Context: an optimization exercise on an open-source flow, tuned for small area, a short achievable clock period and few clock cycles per item. The choices shown serve that exercise and are no tape-out recipe. The RTL was checked by simulation tests, not by an equivalence proof against the original design. Power figures rest on the tool's default switching activity, not on a simulated workload.

[flow/run.sh]
#!/bin/bash
# synth_recipe.tcl (not shown) runs the flow's synth.tcl, then flattens the netlist and writes it again
# the make line also repeats each setting of config.mk as NAME=value (left out here)
make -C /OpenROAD-flow-scripts/flow DESIGN_CONFIG=/design/flow/config.mk WORK_HOME=/design/flow/orfs CLKGATE_MAP_FILE= SYNTH_SCRIPT=/design/flow/synth_recipe.tcl finish
[flow/config.mk]
export PLATFORM = sky130hd
export DESIGN_NAME = positional_char_list
export DESIGN_NICKNAME = positional_char_list
export VERILOG_FILES = /design/flow/design.v
export SDC_FILE = /design/flow/constraint.sdc
export NUM_CORES = 4
export LEC_CHECK = 0
export CAP_MARGIN = 20
export CORE_MARGIN = 2
export CORE_UTILIZATION = 40
export SLEW_MARGIN = 20
[flow/constraint.sdc]
create_clock -name core_clock -period 6.0 [get_ports {clock}]
set_input_delay 1.2000 -clock core_clock [delete_from_list [all_inputs] [get_ports {clock}]]
set_output_delay 1.2000 -clock core_clock [all_outputs]
set_load 0.01 [all_outputs]
[flow/design.v]
package pcl_pkg;
   localparam int CAPACITY = 64;
   localparam int ADDR_W   = $clog2(CAPACITY);
   localparam int LEN_W    = $clog2(CAPACITY + 1);
   localparam logic [1:0] KIND_ADD    = 2'd0;
   localparam logic [1:0] KIND_DELETE = 2'd1;
   localparam logic [1:0] KIND_GET    = 2'd2;
   localparam logic [1:0] KIND_LIST   = 2'd3;
   localparam logic [2:0] ST_VALUE   = 3'd0;
   localparam logic [2:0] ST_INVALID = 3'd1;
   localparam logic [2:0] ST_FULL    = 3'd2;
   localparam logic [2:0] ST_ELEMENT = 3'd3;
   localparam logic [2:0] ST_EMPTY   = 3'd4;
   typedef enum logic [2:0] {
      S_IDLE,
      S_RESP,
      S_GET,
      S_LIST,
      S_SHIFT
   } state_type;
   typedef struct packed {
      logic              wr_en;
      logic [ADDR_W-1:0] wr_addr;
      logic [7:0]        wr_data;
      logic              rd_en;
      logic [ADDR_W-1:0] rd_addr;
   } mem_req_type;
endpackage
module pcl_store (
   input  logic                clock,
   input  pcl_pkg::mem_req_type mem_req,
   output logic [7:0]          rd_data
);
   logic [7:0] mem_ff [pcl_pkg::CAPACITY];
   logic [7:0] rd_data_ff;
   always_ff @(posedge clock) begin
      if (mem_req.wr_en) begin
         mem_ff[mem_req.wr_addr] <= mem_req.wr_data;
      end
      if (mem_req.rd_en) begin
         rd_data_ff <= mem_ff[mem_req.rd_addr];
      end
   end
   assign rd_data = rd_data_ff;
endmodule
module positional_char_list (
   input  logic       clock,
   input  logic       reset,
   input  logic       req_valid,
   output logic       req_ready,
   input  logic [1:0] req_kind,
   input  logic [6:0] req_position,
   input  logic [7:0] req_new_item,
   output logic       rsp_valid,
   input  logic       rsp_ready,
   output logic [2:0] rsp_status,
   output logic [7:0] rsp_value,
   output logic       rsp_last
);
   localparam int AW = pcl_pkg::ADDR_W;
   localparam int LW = pcl_pkg::LEN_W;
   pcl_pkg::state_type   state_ff, state_in;
   logic [LW-1:0]        len_ff, len_in;
   logic [LW-1:0]        cnt_ff, cnt_in;
   logic [LW-1:0]        idx_ff, idx_in;
   logic [AW-1:0]        rd_ff, rd_in;
   logic [AW-1:0]        wr_addr_ff, wr_addr_in;
   logic                 wr_pend_ff, wr_pend_in;
   logic                 op_add_ff, op_add_in;
   logic [AW-1:0]        pos_addr_ff, pos_addr_in;
   logic [7:0]           item_ff, item_in;
   logic [2:0]           resp_status_ff, resp_status_in;
   logic                 rsp_valid_ff, rsp_valid_in;
   logic [2:0]           rsp_status_ff, rsp_status_in;
   logic [7:0]           rsp_value_ff, rsp_value_in;
   logic                 rsp_last_ff, rsp_last_in;
   pcl_pkg::mem_req_type mem_req;
   logic [7:0]           rd_data;
   logic                 out_free;
   logic                 rsp_load;
   logic [7:0]           pos8, len8;
   logic [6:0]           pos_m1;
   logic [LW-1:0]        len_m1;
   logic [LW-1:0]        idx_next;
   logic                 add_bad, acc_bad, is_full;
   pcl_store u_store (
      .clock   (clock),
      .mem_req (mem_req),
      .rd_data (rd_data)
   );
   assign req_ready  = (state_ff == pcl_pkg::S_IDLE);
   assign out_free   = !rsp_valid_ff || rsp_ready;
   assign pos8       = {1'b0, req_position};
   assign len8       = 8'(len_ff);
   assign pos_m1     = req_position - 7'd1;
   assign len_m1     = len_ff - LW'(1);
   assign idx_next   = idx_ff + LW'(1);
   assign add_bad    = (req_position == 7'd0) || (pos8 > (len8 + 8'd1));
   assign acc_bad    = (req_position == 7'd0) || (pos8 > len8);
   assign is_full    = (len_ff == LW'(pcl_pkg::CAPACITY));
   always_comb begin
      state_in       = state_ff;
      len_in         = len_ff;
      cnt_in         = cnt_ff;
      idx_in         = idx_ff;
      rd_in          = rd_ff;
      wr_addr_in     = wr_addr_ff;
      wr_pend_in     = wr_pend_ff;
      op_add_in      = op_add_ff;
      pos_addr_in    = pos_addr_ff;
      item_in        = item_ff;
      resp_status_in = resp_status_ff;
      mem_req        = '0;
      rsp_load       = 1'b0;
      rsp_status_in  = rsp_status_ff;
      rsp_value_in   = rsp_value_ff;
      rsp_last_in    = rsp_last_ff;
      case (state_ff)
         pcl_pkg::S_IDLE: begin
            if (req_valid) begin
               op_add_in   = (req_kind == pcl_pkg::KIND_ADD);
               pos_addr_in = pos_m1[AW-1:0];
               item_in     = req_new_item;
               wr_pend_in  = 1'b0;
               case (req_kind)
                  pcl_pkg::KIND_ADD: begin
                     if (add_bad) begin
                        resp_status_in = pcl_pkg::ST_INVALID;
                        state_in       = pcl_pkg::S_RESP;
                     end else if (is_full) begin
                        resp_status_in = pcl_pkg::ST_FULL;
                        state_in       = pcl_pkg::S_RESP;
                     end else begin
                        cnt_in   = LW'(len8 - pos8 + 8'd1);
                        rd_in    = len_m1[AW-1:0];
                        state_in = pcl_pkg::S_SHIFT;
                     end
                  end
                  pcl_pkg::KIND_DELETE: begin
                     if (acc_bad) begin
                        resp_status_in = pcl_pkg::ST_INVALID;
                        state_in       = pcl_pkg::S_RESP;
                     end else begin
                        cnt_in   = LW'(len8 - pos8);
                        rd_in    = req_position[AW-1:0];
                        state_in = pcl_pkg::S_SHIFT;
                     end
                  end
                  pcl_pkg::KIND_GET: begin
                     if (acc_bad) begin
                        resp_status_in = pcl_pkg::ST_INVALID;
                        state_in       = pcl_pkg::S_RESP;
                     end else begin
                        mem_req.rd_en   = 1'b1;
                        mem_req.rd_addr = pos_m1[AW-1:0];
                        state_in        = pcl_pkg::S_GET;
                     end
                  end
                  pcl_pkg::KIND_LIST: begin
                     if (len_ff == '0) begin
                        resp_status_in = pcl_pkg::ST_EMPTY;
                        state_in       = pcl_pkg::S_RESP;
                     end else begin
                        mem_req.rd_en   = 1'b1;
                        mem_req.rd_addr = '0;
                        idx_in          = '0;
                        state_in        = pcl_pkg::S_LIST;
                     end
                  end
                  default: begin
                     state_in = pcl_pkg::S_IDLE;
                  end
               endcase
            end
         end
         pcl_pkg::S_RESP: begin
            if (out_free) begin
               rsp_load      = 1'b1;
               rsp_status_in = resp_status_ff;
               rsp_value_in  = 8'd0;
               rsp_last_in   = 1'b1;
               state_in      = pcl_pkg::S_IDLE;
            end
         end
         pcl_pkg::S_GET: begin
            if (out_free) begin
               rsp_load      = 1'b1;
               rsp_status_in = pcl_pkg::ST_VALUE;
               rsp_value_in  = rd_data;
               rsp_last_in   = 1'b1;
               state_in      = pcl_pkg::S_IDLE;
            end
         end
         pcl_pkg::S_LIST: begin
            if (out_free) begin
               rsp_load      = 1'b1;
               rsp_status_in = pcl_pkg::ST_ELEMENT;
               rsp_value_in  = rd_data;
               rsp_last_in   = (idx_next == len_ff);
               if (idx_next == len_ff) begin
                  state_in = pcl_pkg::S_IDLE;
               end else begin
                  mem_req.rd_en   = 1'b1;
                  mem_req.rd_addr = idx_next[AW-1:0];
                  idx_in          = idx_next;
               end
            end
         end
         pcl_pkg::S_SHIFT: begin
            if (wr_pend_ff) begin
               mem_req.wr_en   = 1'b1;
               mem_req.wr_addr = wr_addr_ff;
               mem_req.wr_data = rd_data;
            end
            if (cnt_ff != '0) begin
               mem_req.rd_en   = 1'b1;
               mem_req.rd_addr = rd_ff;
               wr_pend_in      = 1'b1;
               wr_addr_in      = op_add_ff ? (rd_ff + AW'(1)) : (rd_ff - AW'(1));
               rd_in           = op_add_ff ? (rd_ff - AW'(1)) : (rd_ff + AW'(1));
               cnt_in          = cnt_ff - LW'(1);
            end else if (!wr_pend_ff) begin
               if (op_add_ff) begin
                  mem_req.wr_en   = 1'b1;
                  mem_req.wr_addr = pos_addr_ff;
                  mem_req.wr_data = item_ff;
                  len_in          = len_ff + LW'(1);
               end else begin
                  len_in = len_ff - LW'(1);
               end
               state_in = pcl_pkg::S_IDLE;
            end else begin
               wr_pend_in = 1'b0;
            end
         end
         default: begin
            state_in = pcl_pkg::S_IDLE;
         end
      endcase
      if (rsp_load) begin
         rsp_valid_in = 1'b1;
      end else if (rsp_ready) begin
         rsp_valid_in = 1'b0;
      end else begin
         rsp_valid_in = rsp_valid_ff;
      end
   end
   always_ff @(posedge clock) begin
      if (reset) begin
         state_ff     <= pcl_pkg::S_IDLE;
         len_ff       <= '0;
         wr_pend_ff   <= 1'b0;
         rsp_valid_ff <= 1'b0;
      end else begin
         state_ff     <= state_in;
         len_ff       <= len_in;
         wr_pend_ff   <= wr_pend_in;
         rsp_valid_ff <= rsp_valid_in;
      end
   end
   always_ff @(posedge clock) begin
      cnt_ff         <= cnt_in;
      idx_ff         <= idx_in;
      rd_ff          <= rd_in;
      wr_addr_ff     <= wr_addr_in;
      op_add_ff      <= op_add_in;
      pos_addr_ff    <= pos_addr_in;
      item_ff        <= item_in;
      resp_status_ff <= resp_status_in;
      rsp_status_ff  <= rsp_status_in;
      rsp_value_ff   <= rsp_value_in;
      rsp_last_ff    <= rsp_last_in;
   end
   assign rsp_valid  = rsp_valid_ff;
   assign rsp_status = rsp_status_ff;
   assign rsp_value  = rsp_value_ff;
   assign rsp_last   = rsp_last_ff;
endmodule
==> flow_summary.ini <==
[synth]
yosys.area.top_type_share_pct = 66.8
synth_seq_area_share_pct = 67.7
netlist_top_cells_area = edfxtp_1, and3_1, a211oi_1, nor2_1, nand2_1
syn_area_um2 = 25900
synthArstFlopShare_pct = 0
synth_edf_count = 576
synth_top_flop_cell = edfxtp_1
synthCells = 1892
netlist.top_cell.by_area = edfxtp_1
yosysWarnings = 2
synth_cell_types = 87
syn_avg_cell_area_um2 = 13.7
ys_ff_latch = 588
syn-num-nets = 1942

[pwr]
ir_worst_vdd_mv = 0.281
cellLeakagePower_nw = 8.28
powerDensity_nw_per_um2 = 287

[detailed_routing]
drtPass1Iterations = 6
viasPerCell = 5.91
ant_nets = 0
dr.first_iter.drc_count = 1777
wl_um = 70000
vias = 16600
post-route-drc-count = 0
wl_per_cell_um = 24.8

[setup_path]
cpPeakStageDelay_ns = 0.65
path_buf_inv = 3
worstSetupStartpointType = input port
endpoint_kind = flip-flop
timing.rr.end = u_store.rd_data_ff[7]
worst-setup-path-type = in -> reg
r2r_start = cnt_ff[0]
critPathArrivalTime_ns = 5.52
worstPathMaxFanout = 23
rrSetupSlack_ns = 1.17
reg2regPathDepth = 14
cp_cell_sequence = clkdlybuf4s50_1, inv_1, ha_1, nor2b_1, o31a_1, o211a_4, a32o_2, nor2_4, buf_4, a2111oi_0, nor4_1, o21ai_1, nor4b_2
critPathSlowestCell = nor2_4
cp_top_family = simple AND/OR/NAND/NOR gates
crit_required_ns = 6.46

[global_route]
grt_pass1_vias = 16400
grt_pass1_wl_um = 104000
track_usage_pct = 20.7
antenna_found_initial = 0
grt-ovfl-total = 0
grt_max_degree = 167

[die]
dieArea_um2 = 66800
die_h_um = 258
rows = 93
io_pins = 35
fp.coreArea_um2 = 64200
start_util_pct = 40.3
die_w_um = 258

[timing]
slew_violations = 0
slew_headroom_pct = 35.5
setup_viol = 0
final.period_utilization_pct = 84.3
fmax_ghz = 0.198
clock-skew-final_ns = 0.0291
finalCriticalPeriod_ns = 5.06
worstMarginPinSlew_ns = 0.961
finalSetupTns_ns = 0
worst_slack_ns = 0.943
rsz0062_at_grt = no
final-hold-violation-count = 0

[clocking]
cts_sinks = 588
cts_made_buffers = 59
htreeDepth = 2
post_cts_buffers = 0
clk_path_buf_depth = 3
clk_latency_ns = 0.65
clk_pin_slew_worst_paths_ns = 0.06
cts_tree = yes
cts_hold_buf = 0
cts_resized = 0
cts_root_buffer = clkbuf_16

[cells_and_area]
seq_area_um2 = 17500
layout-drive-gt1-share_pct = 10.0
multi_input_area_um2 = 7730
area_growth_pct = 12.4
final.fill_count = 5690
layout_commonest_cell = edfxtp_1
insertedDiodeCount = 0
fin_nets = 1962
layout_common_cells = edfxtp_1, and3_1, a211oi_1

[run]
max_cap_viol_count = 0

[hold_path]
holdPathStages = 2
worstHoldEndpoint = state_ff[0]
min_from = state_ff[0]
hold_class = reg -> reg

[placement]
dp_slack_ns = 0.262
hpwlAfterDp_um = 44400
numPortBuffers = 34
globalplace.congestion = 0.887

[status]
outcome = timing/DRC/antenna clean
[how the worst max path moves through the flow]
stage                     from                     to  cells past startpoint
2_1_floorplan  req_position[4]  u_store.rd_data_ff[0]                     10
3_3_place_gp   req_position[1]  u_store.rd_data_ff[0]                     13
3_5_place_dp   req_position[1]  u_store.rd_data_ff[0]                     13
4_1_cts        req_position[1]  u_store.rd_data_ff[0]                     13
5_1_grt        req_position[2]  u_store.rd_data_ff[0]                     13
6_report       req_position[1]  u_store.rd_data_ff[7]                     13
[layer usage]
layer / global-route usage (%) / vias to the layer above / wire, um
met2: 32.7 / 671 / 32000
met5: 0 / - / 0
met3: 3.94 / 121 / 5170
met4: 7.42 / 0 / 2430
li1: - / 7489 / -
met1: 28.5 / 8350 / 30300
[cell type report]
| cell class | count | area share (%) |
|---|---|---|
| Sequential cell | 588 | 60.2 |
| Inverter | 31 | 0.400 |
| Clock buffer | 75 | 5.28 |
| Multi-Input combinational cell | 1145 | 26.5 |
| Tap cell | 855 | 3.67 |
| Timing Repair Buffer | 87 | 2.79 |
| Clock inverter | 35 | 1.08 |
[logic make-up (layout without fill, tap and decap cells)]
| kind of cell | count (synthesis) | in the layout | synth area share [%] |
|---|---|---|---|
| fa+ha+maj | 29 | 29 | 1.43 |
| compound gates | 471 | 471 | 13.8 |
| buf+inv | 159 | 228 | 2.72 |
| xor+xnor | 53 | 53 | 1.85 |
| flops | 588 | 588 | 67.7 |
| mux | 24 | 24 | 1.00 |
| simple gates | 568 | 568 | 11.5 |
[worst reg2reg max path, cell delays in order (launching register included)]
cell	delay, ns
edfxtp_1	0.40
inv_1	0.08
ha_1	0.17
nor3b_2	0.23
nand2_1	0.11
or2_0	0.40
nand2_2	0.22
clkinv_1	0.39
a32o_2	0.49
nor2_4	0.65
buf_4	0.27
a2111oi_0	0.06
nor4_1	0.57
o21ai_1	0.30
nor4b_2	0.32
[synthesized netlist by cell type (7+ instances only)]
cell and n:
nor4_1 12, xor2_1 18, a221oi_1 8, buf_2 32
a21oi_1 48, nand2_1 121, a22oi_1 14, a211o_1 25
nand3_1 49, a41oi_1 7, edfxtp_1 576, nor2_1 122
o21ai_0 73, and2_1 20, xnor2_1 34, a211oi_1 135
clkbuf_1 75, and3_1 166, o211a_1 14, o2111ai_1 8
a32o_1 24, buf_4 14, mux2i_1 9, a32oi_1 9
nor4b_2 7, o21a_1 7, ha_1 28, dfxtp_1 12
or4_1 8, mux2_2 15, o41ai_1 9, nand2b_1 8
nor3_1 19, a22o_1 11, o21ai_1 10, inv_1 30
a2111oi_0 24
[through the flow]
stage	power, mW	hold WS, ns	util [%]	cells	instance area, um2
2_1_floorplan	4.75	0.486	-	1892	25900
3_3_place_gp	4.85	0.518	42.4	2706	27300
3_5_place_dp	4.85	0.535	42.4	2706	27300
4_1_cts	8.42	0.542	45.3	2816	29100
5_1_grt	8.59	0.604	45.3	2816	29100
6_report	8.36	0.548	45.3	2816	29100
[power breakdown]
part           switching (mW)  internal, mW  total (mW)  leakage, nW
Combinational           0.157         0.106       0.264         3.00
Clock                    1.56          2.03        3.59        0.904
Sequential             0.0248          4.48        4.51         4.37
Total                    1.75          6.61        8.36         8.28
[flip-flops by register name, indices dropped and copies added, names as in the netlist, 3 cells and up]
name	cells
rsp_status_ff	3
len_ff	7
wr_addr_ff	6
idx_ff	7
u_store.rd_data_ff	8
cnt_ff	7
state_ff	3
pos_addr_ff	6
u_store.mem_ff	512
rsp_value_ff	8
resp_status_ff	3
rd_ff	6
item_ff	8
Testbench counts, summed over its fixed seeds: cycles 58,335, items 4,808.

[what the ideal ports hide]
Ports are ideal in the flow. The routed layout listed here was re-timed in OpenROAD. Step 1: set_driving_cell puts a clkbuf_16 on clock and a buf_2 on each other input, an assumption about the parent block. Step 2 moves the port delays by t, midway between the first and last clock arrival at a register: inputs arrive t later, outputs are due t later. That takes back most of the time a late clock gives input paths. Three values: ideal ports, drivers, drivers and shift; two values: the first two.
t (ns): 0.697
slack for setup (ns): 0.943 / 0.983 / 0.286
worst setup path at the end: input to register
clock arrival spread, ns: 0.031 / 0.031
After both steps setup and hold are still met in this run. For this run, drivers alone change the setup slack by +0.040 ns; drivers and shift together by -0.657 ns.
